This design comes from an exercise in tuning for small area, a short achievable clock period and few clock cycles per item on the open sky130 flow, not from production work. RTL that was checked went through simulation tests only; none was proved equivalent to the original.

Design tilt_vector_to_angle_sector, start of the top module:
module tilt_vector_to_angle_sector (
  input  wire         clk,
  input  wire         rst,
  input  wire         accel_valid,
  output wire         accel_stall,
  input  wire  [15:0] accel_x,
  input  wire  [15:0] accel_y,
  output wire         sector_valid,
  input  wire         sector_stall,
  output wire  [4:0]  sector
);
Size: ~4100 cells after synthesis, roughly 35000 um^2 of cells after synthesis.
clock: 5.0 ns
lec_check: 0
abc_area: 1
cap_margin: 20
core_margin: 2
core_utilization: 40
cts_buf_list: sky130_fd_sc_hd__clkbuf_4 sky130_fd_sc_hd__clkbuf_8
cts_cluster_size: 30
place_density: 0.75
setup_slack_margin: 2.6
slew_margin: 20
run.sh (not shown) runs the stock make flow with config.mk's settings and CLKGATE_MAP_FILE= SYNTH_SCRIPT=/design/flow/synth_recipe.tcl, a recipe that flattens the netlist after the stock synthesis.
Testbench counts at the start, summed over its fixed seeds: cycles 16,120, items 16,000.
==> next run, changes <==
Settings changed: SETUP_SLACK_MARGIN 2.6 to 2.7.
Outcome: Setup slack is better by 0.028 ns; clock-buffer cell count fell by 6; cell area grows by about 1.6%.
==> next run, changes <==
Settings changed: PLACE_DENSITY 0.75 to 0.85, SETUP_SLACK_MARGIN 2.7 to 2.6.
Non-clock buffer count is lower by 43.
Cell area is lower by a few percent.
Sequential cell count does not change.
Via count hardly moves.
Wire length hardly moves.
Setup slack loses 0.10 ns.
Die area is unchanged.
==> next run, changes <==
Settings changed: CTS_BUF_LIST sky130_fd_sc_hd__clkbuf_4 sky130_fd_sc_hd__clkbuf_8 to not set, CTS_CLUSTER_SIZE 30 to not set, PLACE_DENSITY 0.85 to 0.75, SETUP_SLACK_MARGIN 2.6 to 2.5.
The changed run finished clean.
Worst setup slack gains 0.0098 ns.
Global-route usage goes down by 0.35 points.
Final cell count goes down slightly.

---

Setup of build 29:
tilt_vector_to_angle_sector, a different RTL version from the one above (not shown whole).
Size in the first run: ~4100 cells after synthesis, about 43 I/O pins.
==> flow/config.mk <==
export PLATFORM = sky130hd
export DESIGN_NAME = tilt_vector_to_angle_sector
export DESIGN_NICKNAME = tilt_vector_to_angle_sector
export VERILOG_FILES = /design/flow/design.v
export SDC_FILE = /design/flow/constraint.sdc
export NUM_CORES = 4
export LEC_CHECK = 0
export ABC_AREA = 1
export CAP_MARGIN = 20
export CORE_MARGIN = 2
export CORE_UTILIZATION = 40
export SETUP_SLACK_MARGIN = 2.2
export SLEW_MARGIN = 20
==> flow/constraint.sdc <==
create_clock -name core_clock -period 5.0 [get_ports {clk}]
set_input_delay 1.0000 -clock core_clock [delete_from_list [all_inputs] [get_ports {clk}]]
set_output_delay 1.0000 -clock core_clock [all_outputs]
set_load 0.01 [all_outputs]
Testbench counts of build 29, summed over its fixed seeds: cycles 16,120, items 16,000.
#### Input delta (build 43 over build 29)
# build 29
export LEC_CHECK = 0
export ABC_AREA = 1
export CAP_MARGIN = 20
export CORE_MARGIN = 2
export CORE_UTILIZATION = 40
export SETUP_SLACK_MARGIN = 2.2
export SLEW_MARGIN = 20
create_clock -name core_clock -period 5.0 [get_ports {clk}]
# build 43
export LEC_CHECK = 0
export ABC_AREA = 1
export CAP_MARGIN = 20
export CORE_MARGIN = 2
export CORE_UTILIZATION = 55
export SETUP_SLACK_MARGIN = 2.5
export SLEW_MARGIN = 20
create_clock -name core_clock -period 5.0 [get_ports {clk}]
A last element of the critical path of sector[4] is what build 43 shows, while g_rot[4].g_xy.yq[12] belongs to build 29.
Build 43 ended with less clock buffer and inverter area fraction after layout than build 29.
In build 43, the fraction of the core area covered by cells at the end of the flow came out 17 points above the value in build 29.
Delta (build 43 minus build 29): final design instance area without fill now sits at about the same level.
Here is what was changed in the inputs of build 15 compared with build 43.
# build 43
export LEC_CHECK = 0
export ABC_AREA = 1
export CAP_MARGIN = 20
export CORE_MARGIN = 2
export CORE_UTILIZATION = 55
export SETUP_SLACK_MARGIN = 2.5
export SLEW_MARGIN = 20
create_clock -name core_clock -period 5.0 [get_ports {clk}]
# build 15
export LEC_CHECK = 0
export ABC_AREA = 1
export CAP_MARGIN = 20
export CORE_MARGIN = 2
export CORE_UTILIZATION = 40
export SETUP_SLACK_MARGIN = 2.8
export SLEW_MARGIN = 20
create_clock -name core_clock -period 5.0 [get_ports {clk}]
Findings:
Diff build 43 -> build 15 | die boundary width | increase of 44 um
Sort build 15 and build 43 by final instance area, ascending, and build 43 comes first.
[compare] base=build 43 new=build 15: non-clock buffer count shows an increase of 160, cell count increased 471, cell row count increased by 17% relative to the old numbers.
Build 15 against build 43: final core area utilization fell by 13 points, wire length of the first global-routing pass rose by 3200 um, final HPWL from detailed placement stayed essentially flat, maximum frequency rose by 7.2%.
--- input diff build 15..build 51 ---
# build 15
export LEC_CHECK = 0
export ABC_AREA = 1
export CAP_MARGIN = 20
export CORE_MARGIN = 2
export CORE_UTILIZATION = 40
export SETUP_SLACK_MARGIN = 2.8
export SLEW_MARGIN = 20
create_clock -name core_clock -period 5.0 [get_ports {clk}]
# build 51
export LEC_CHECK = 0
export ABC_AREA = 1
export CAP_MARGIN = 20
export CORE_MARGIN = 2
export CORE_UTILIZATION = 40
export SETUP_SLACK_MARGIN = 2.5
export SLEW_MARGIN = 20
create_clock -name core_clock -period 5.0 [get_ports {clk}]
## What came out
Taking build 15 as the reference, in build 51 clock period minus worst slack picked up an extra 0.10 ns; maximum clock path buffer count held steady; worst hold slack after final layout saw a decrease; final design instance area without fill went down by 7.2%.
Measured against each other, build 15 and build 51 differ in sequential share of layout area, the lower figure coming from build 15.
Maximum frequency shrinks by a few percent when moving from build 15 to build 51.
Summary: with build 15 as the reference, routed wire length in build 51 moved down by a few percent.
Cell type of the slowest stage on the worst timing path: sky130_fd_sc_hd__fa_1 -> build 51, sky130_fd_sc_hd__dfxtp_4 -> build 15
Setup WNS build 15 -> build 51: worse
Changes in build 48 relative to build 51:
# build 51
export LEC_CHECK = 0
export ABC_AREA = 1
export CAP_MARGIN = 20
export CORE_MARGIN = 2
export CORE_UTILIZATION = 40
export SETUP_SLACK_MARGIN = 2.5
export SLEW_MARGIN = 20
create_clock -name core_clock -period 5.0 [get_ports {clk}]
# build 48
export LEC_CHECK = 0
export ABC_AREA = 1
export CAP_MARGIN = 20
export CORE_MARGIN = 2
export CORE_UTILIZATION = 40
export SETUP_SLACK_MARGIN = 2.6
export SLEW_MARGIN = 20
create_clock -name core_clock -period 5.0 [get_ports {clk}]
### Flow results
Build 48 finished every step from synthesis to the final layout, and the layout passed the timing, DRC and antenna checks. On share of the clock period used by the worst path after layout, the lower figure sits with build 48, not build 51. Re utilization after layout: build 48 and build 51 aren't equal, and the higher value belongs to build 48. Build 48 vs build 51, worst setup slack went up by 0.043 ns. Build 48 against build 51: fmax now sits higher, relative area of clock buffers and inverters in the final design now sits at about the same level. Of build 48 and build 51, build 48 shows the lower count of fill cells added during filler insertion, with build 51 above it.

---

Setup of run 1:
tilt_vector_to_angle_sector, a different RTL version from the one above (not shown whole).
Size: roughly 3600 cells after synthesis, ~670 flip-flops, about 0.035 mm² of cells after synthesis.
make LEC_CHECK=0 CAP_MARGIN=20 CORE_MARGIN=2 CORE_UTILIZATION=60 SETUP_SLACK_MARGIN=3.0 SLEW_MARGIN=20 finish   # period 5.0 ns
Run 1 reached the final stage; the timing, DRC and antenna checks on its layout passed.
> inputs changed (run 1 -> run 2)
# run 1
export LEC_CHECK = 0
export CAP_MARGIN = 20
export CORE_MARGIN = 2
export CORE_UTILIZATION = 60
export SETUP_SLACK_MARGIN = 3.0
export SLEW_MARGIN = 20
create_clock -name core_clock -period 5.0 [get_ports {clk}]
# run 2
export LEC_CHECK = 0
export CAP_MARGIN = 20
export CORE_MARGIN = 2
export CORE_UTILIZATION = 40
export SETUP_SLACK_MARGIN = 2.5
export SLEW_MARGIN = 20
create_clock -name core_clock -period 5.0 [get_ports {clk}]
--- outcome ---
Count of nets after finishing, run 2 and run 1: smaller value in run 2. Clock buffer instance count of the final layout is lower on run 1. Of run 2 and run 1, run 2 shows the lower met2 track demand over resource, with run 1 above it. As far as cell area after technology mapping goes, run 1 and run 2 are indistinguishable; the numbers are identical.
No functional check of the RTL was part of any run of this note.

---

tilt_vector_to_angle_sector with an RTL version that a note above also has.
Size in the first run: ~640 flip-flops, ~43 I/O pins, ~35,000 µm² of cells after synthesis.
Settings: LEC_CHECK=0, ABC_AREA=1, CAP_MARGIN=20, CORE_MARGIN=2, CORE_UTILIZATION=40, SETUP_SLACK_MARGIN=2.6, SLEW_MARGIN=20; clock period 5.0 ns.
Testbench counts at the start, summed over its fixed seeds: cycles 16,120, items 16,000.
==> next run, changes <==
Settings changed: SETUP_SLACK_MARGIN 2.6 to 2.5.
Effect:
- The changed run produced a clean layout
- first-iteration DRC count fell by 8.1%
- synthesized area does not change
- die area does not change
- routed wire length falls by 1.6%
==> next run, changes <==
Settings changed: CTS_BUF_LIST set to sky130_fd_sc_hd__clkbuf_4 sky130_fd_sc_hd__clkbuf_8, CTS_CLUSTER_SIZE set to 30, PLACE_DENSITY set to 0.75.
Result:
- clock skew is about the same
- routed wire length rises by 0.85%
- final area falls by 1.2%
- utilization falls by 0.54 points
- final cell count rises by 0.91%
- maximum frequency rises by 3.8%
- non-clock buffer count falls by 3
- worst setup slack improved by 0.091 ns

---

tilt_vector_to_angle_sector, a different RTL version from the one above (not shown whole).
For scale: about 3300 cells after synthesis, about 43 I/O pins, ~0.034 sq mm of cells after synthesis.
Design tilt_vector_to_angle_sector, start of the top module:
module tilt_vector_to_angle_sector (
  input  wire         clk,
  input  wire         rst,
  input  wire         accel_valid,
  output wire         accel_stall,
  input  wire  [15:0] accel_x,
  input  wire  [15:0] accel_y,
  output wire         sector_valid,
  input  wire         sector_stall,
  output wire  [4:0]  sector
);
Settings: LEC_CHECK=0, CAP_MARGIN=20, CORE_MARGIN=2, CORE_UTILIZATION=40, SLEW_MARGIN=20; clock period 5.0 ns.
The starting point passed the timing, DRC and antenna checks.
Change:
Settings changed: SETUP_SLACK_MARGIN set to 1.5.
What happened:
- The new run passed the timing, DRC and antenna checks
- core utilization goes up by 0.21 points
- design area goes up by 0.46%
- setup slack gets better by 0.38 ns
No functional check of the RTL was part of any run of this note.

---

run F:
tilt_vector_to_angle_sector, a different RTL version from the one above (not shown whole).
Size in the first run: ~680 flip-flops, roughly 43 I/O pins.
==> flow/design.v (excerpt) <==
module tilt_vector_to_angle_sector (
  input  wire         clk,
  input  wire         rst,
  input  wire         accel_valid,
  output wire         accel_stall,
  input  wire  [15:0] accel_x,
  input  wire  [15:0] accel_y,
  output wire         sector_valid,
  input  wire         sector_stall,
  output wire  [4:0]  sector
);
clock: 5.0 ns
lec_check: 0
cap_margin: 20
core_margin: 2
core_utilization: 40
setup_slack_margin: 1.5
slew_margin: 20
Testbench counts of run F, summed over its fixed seeds: cycles 16,120, items 16,000.
Inputs modified between run F and run D:
- a change of SETUP_SLACK_MARGIN from 1.5 to 2.5
==> results.txt <==
From run F to run D the numbers moved as follows: final-layout fill cell count -366, antenna cell count picked up an extra 1.
| slew at the pin closest to its max-slew limit | run D vs run F | 0.11 ns higher |
Diff run F -> run D | shortest clock period the worst path allows after layout | decrease of 0.32 ns
In the tables for run F and run D, part of the cycle the worst path needs reads higher with run F.
Going from run F to run D, routed wire length rose 8.2%.
Comparing wire length of the first global-routing pass for run F and run D, the smaller number came from run F.

---

Setup of pine:
tilt_vector_to_angle_sector with an RTL version that a note above also has.
Size in the first run: ~640 flip-flops, about 43 I/O pins, about 35000 sq um of cells after synthesis.
clock: 5.0 ns
lec_check: 0
abc_area: 1
cap_margin: 20
core_margin: 2
core_utilization: 40
cts_buf_list: sky130_fd_sc_hd__clkbuf_2 sky130_fd_sc_hd__clkbuf_4 sky130_fd_sc_hd__clkbuf_8
cts_cluster_size: 40
place_density: 0.75
setup_slack_margin: 2.6
slew_margin: 20
pine | stages: all done | timing, DRC, antenna: all pass
Testbench counts of pine, summed over its fixed seeds: cycles 16,120, items 16,000.
The following lists how birch was set up differently from pine:
- PLACE_DENSITY no longer set, was 0.75
- CTS_CLUSTER_SIZE now 30, was 40
- CTS_BUF_LIST now sky130_fd_sc_hd__clkbuf_4 sky130_fd_sc_hd__clkbuf_8, was sky130_fd_sc_hd__clkbuf_2 sky130_fd_sc_hd__clkbuf_4 sky130_fd_sc_hd__clkbuf_8
==> comparison <==
- Taking pine as the reference point, the clock network area share of birch rises by 0.58 points.
- Between birch and pine, the difference in final period utilization is negligible.
- Between birch and pine, it is birch whose average wire per standard cell is lower, by 0.98%.
- Buffer depth of the longest clock path of pine is on par with birch.
- Relative to pine, the worst hold slack of birch is lower by 0.027 ns.
- birch ended up with a lower number of global-route vias before repair than pine did.

---

Q:
tilt_vector_to_angle_sector, a different RTL version from the one above (not shown whole).
Size: ~34000 µm² of cells after synthesis.
make LEC_CHECK=0 CAP_MARGIN=20 CORE_MARGIN=2 CORE_UTILIZATION=40 SETUP_SLACK_MARGIN=2.5 SLEW_MARGIN=20 finish   # period 5.0 ns
Modified inputs, P compared to Q
- ABC_AREA: unset -> 1
### Flow results
- When P is measured against Q, its final routed wirelength across all metal layers turns out 6200 µm higher.
- From Q to P the numbers moved as follows: via count of the first global-routing pass has increased; number of cells on the worst reg-to-reg path has increased.
- P: worst setup slack after layout 0.047 ns above Q
- P against Q: fraction of layout cells with a size suffix above 1 lower, number of enable flip-flop cells after synthesis held, core area went up 5.6%.
- After synthesis and placement, the instance count of P is above that of Q.
- The final core utilization number comes out higher for Q vs P.
No functional check of the RTL was part of any run of this note.

## port drivers added, routing unchanged
The flow's constraints put no driver on any port. The routed layouts listed below were extracted and timed again, unchanged, in two steps.
Step 1: set_driving_cell puts a clkbuf_16 on clk and a buf_2 on each other input, an assumption about the parent block.
Step 2 adds t to the input delays and takes it off the output delays; t is the mean of the earliest and latest rising clock arrival at the registers after step 1. Input paths then give back, and output paths get back, about the clock's delay inside the block.
a / b / c = no drivers / after step 1 / after step 2; a / b = the first two.
| run | shift t [ns] | setup WS [ns] | slew at the worst register clock pin (ns) | pins driven straight from the clock port |
|---|---|---|---|---|
| the first run of note 1 | 0.754 | 2.666 / 2.610 / 2.098 | 0.07 / 0.07 | 1 |
| the second run of note 1 | 0.777 | 2.694 / 2.627 / 2.153 | 0.07 / 0.07 | 1 |
| the third run of note 1 | 0.748 | 2.590 / 2.590 / 2.117 | 0.08 / 0.08 | 1 |
| the fourth run of note 1 | 0.667 | 2.600 / 2.590 / 2.126 | 0.06 / 0.06 | 1 |
| build 29 | 0.675 | 2.408 / 2.399 / 2.253 | 0.06 / 0.06 | 1 |
| build 43 | 0.663 | 2.559 / 2.493 / 2.272 | 0.06 / 0.06 | 1 |
| build 15 | 0.682 | 2.723 / 2.723 / 2.307 | 0.06 / 0.06 | 1 |
| build 51 | 0.676 | 2.620 / 2.619 / 2.256 | 0.06 / 0.06 | 1 |
| build 48 | 0.676 | 2.663 / 2.619 / 2.249 | 0.06 / 0.06 | 1 |
| run 1 | 0.692 | 2.050 / 2.050 / 2.050 | 0.07 / 0.07 | 1 |
| run 2 | 0.671 | 2.104 / 2.104 / 1.965 | 0.06 / 0.06 | 1 |
| the first run of note 4 | 0.671 | 2.637 / 2.623 / 2.199 | 0.06 / 0.06 | 1 |
| the second run of note 4 | 0.672 | 2.529 / 2.529 / 2.200 | 0.06 / 0.06 | 1 |
| the third run of note 4 | 0.754 | 2.620 / 2.552 / 2.101 | 0.07 / 0.07 | 1 |
| the first run of note 5 | 0.686 | 0.903 / 0.903 / 0.903 | 0.06 / 0.06 | 1 |
| the second run of note 5 | 0.684 | 1.280 / 1.280 / 1.280 | 0.07 / 0.07 | 1 |
| run F | 0.672 | 1.719 / 1.719 / 1.172 | 0.06 / 0.06 | 1 |
| run D | 0.680 | 2.036 / 2.036 / 1.901 | 0.06 / 0.06 | 1 |
| pine | 0.756 | 2.659 / 2.613 / 2.127 | 0.07 / 0.07 | 1 |
| birch | 0.786 | 2.655 / 2.610 / 2.177 | 0.07 / 0.07 | 1 |
| Q | 0.682 | 2.080 / 2.080 / 1.926 | 0.06 / 0.06 | 1 |
| P | 0.684 | 2.128 / 2.128 / 1.974 | 0.07 / 0.07 | 1 |
After both steps setup and hold are still met in every run listed. For the first run of note 1, which loses most, drivers alone change the setup slack by -0.056 ns; drivers and shift together by -0.568 ns.
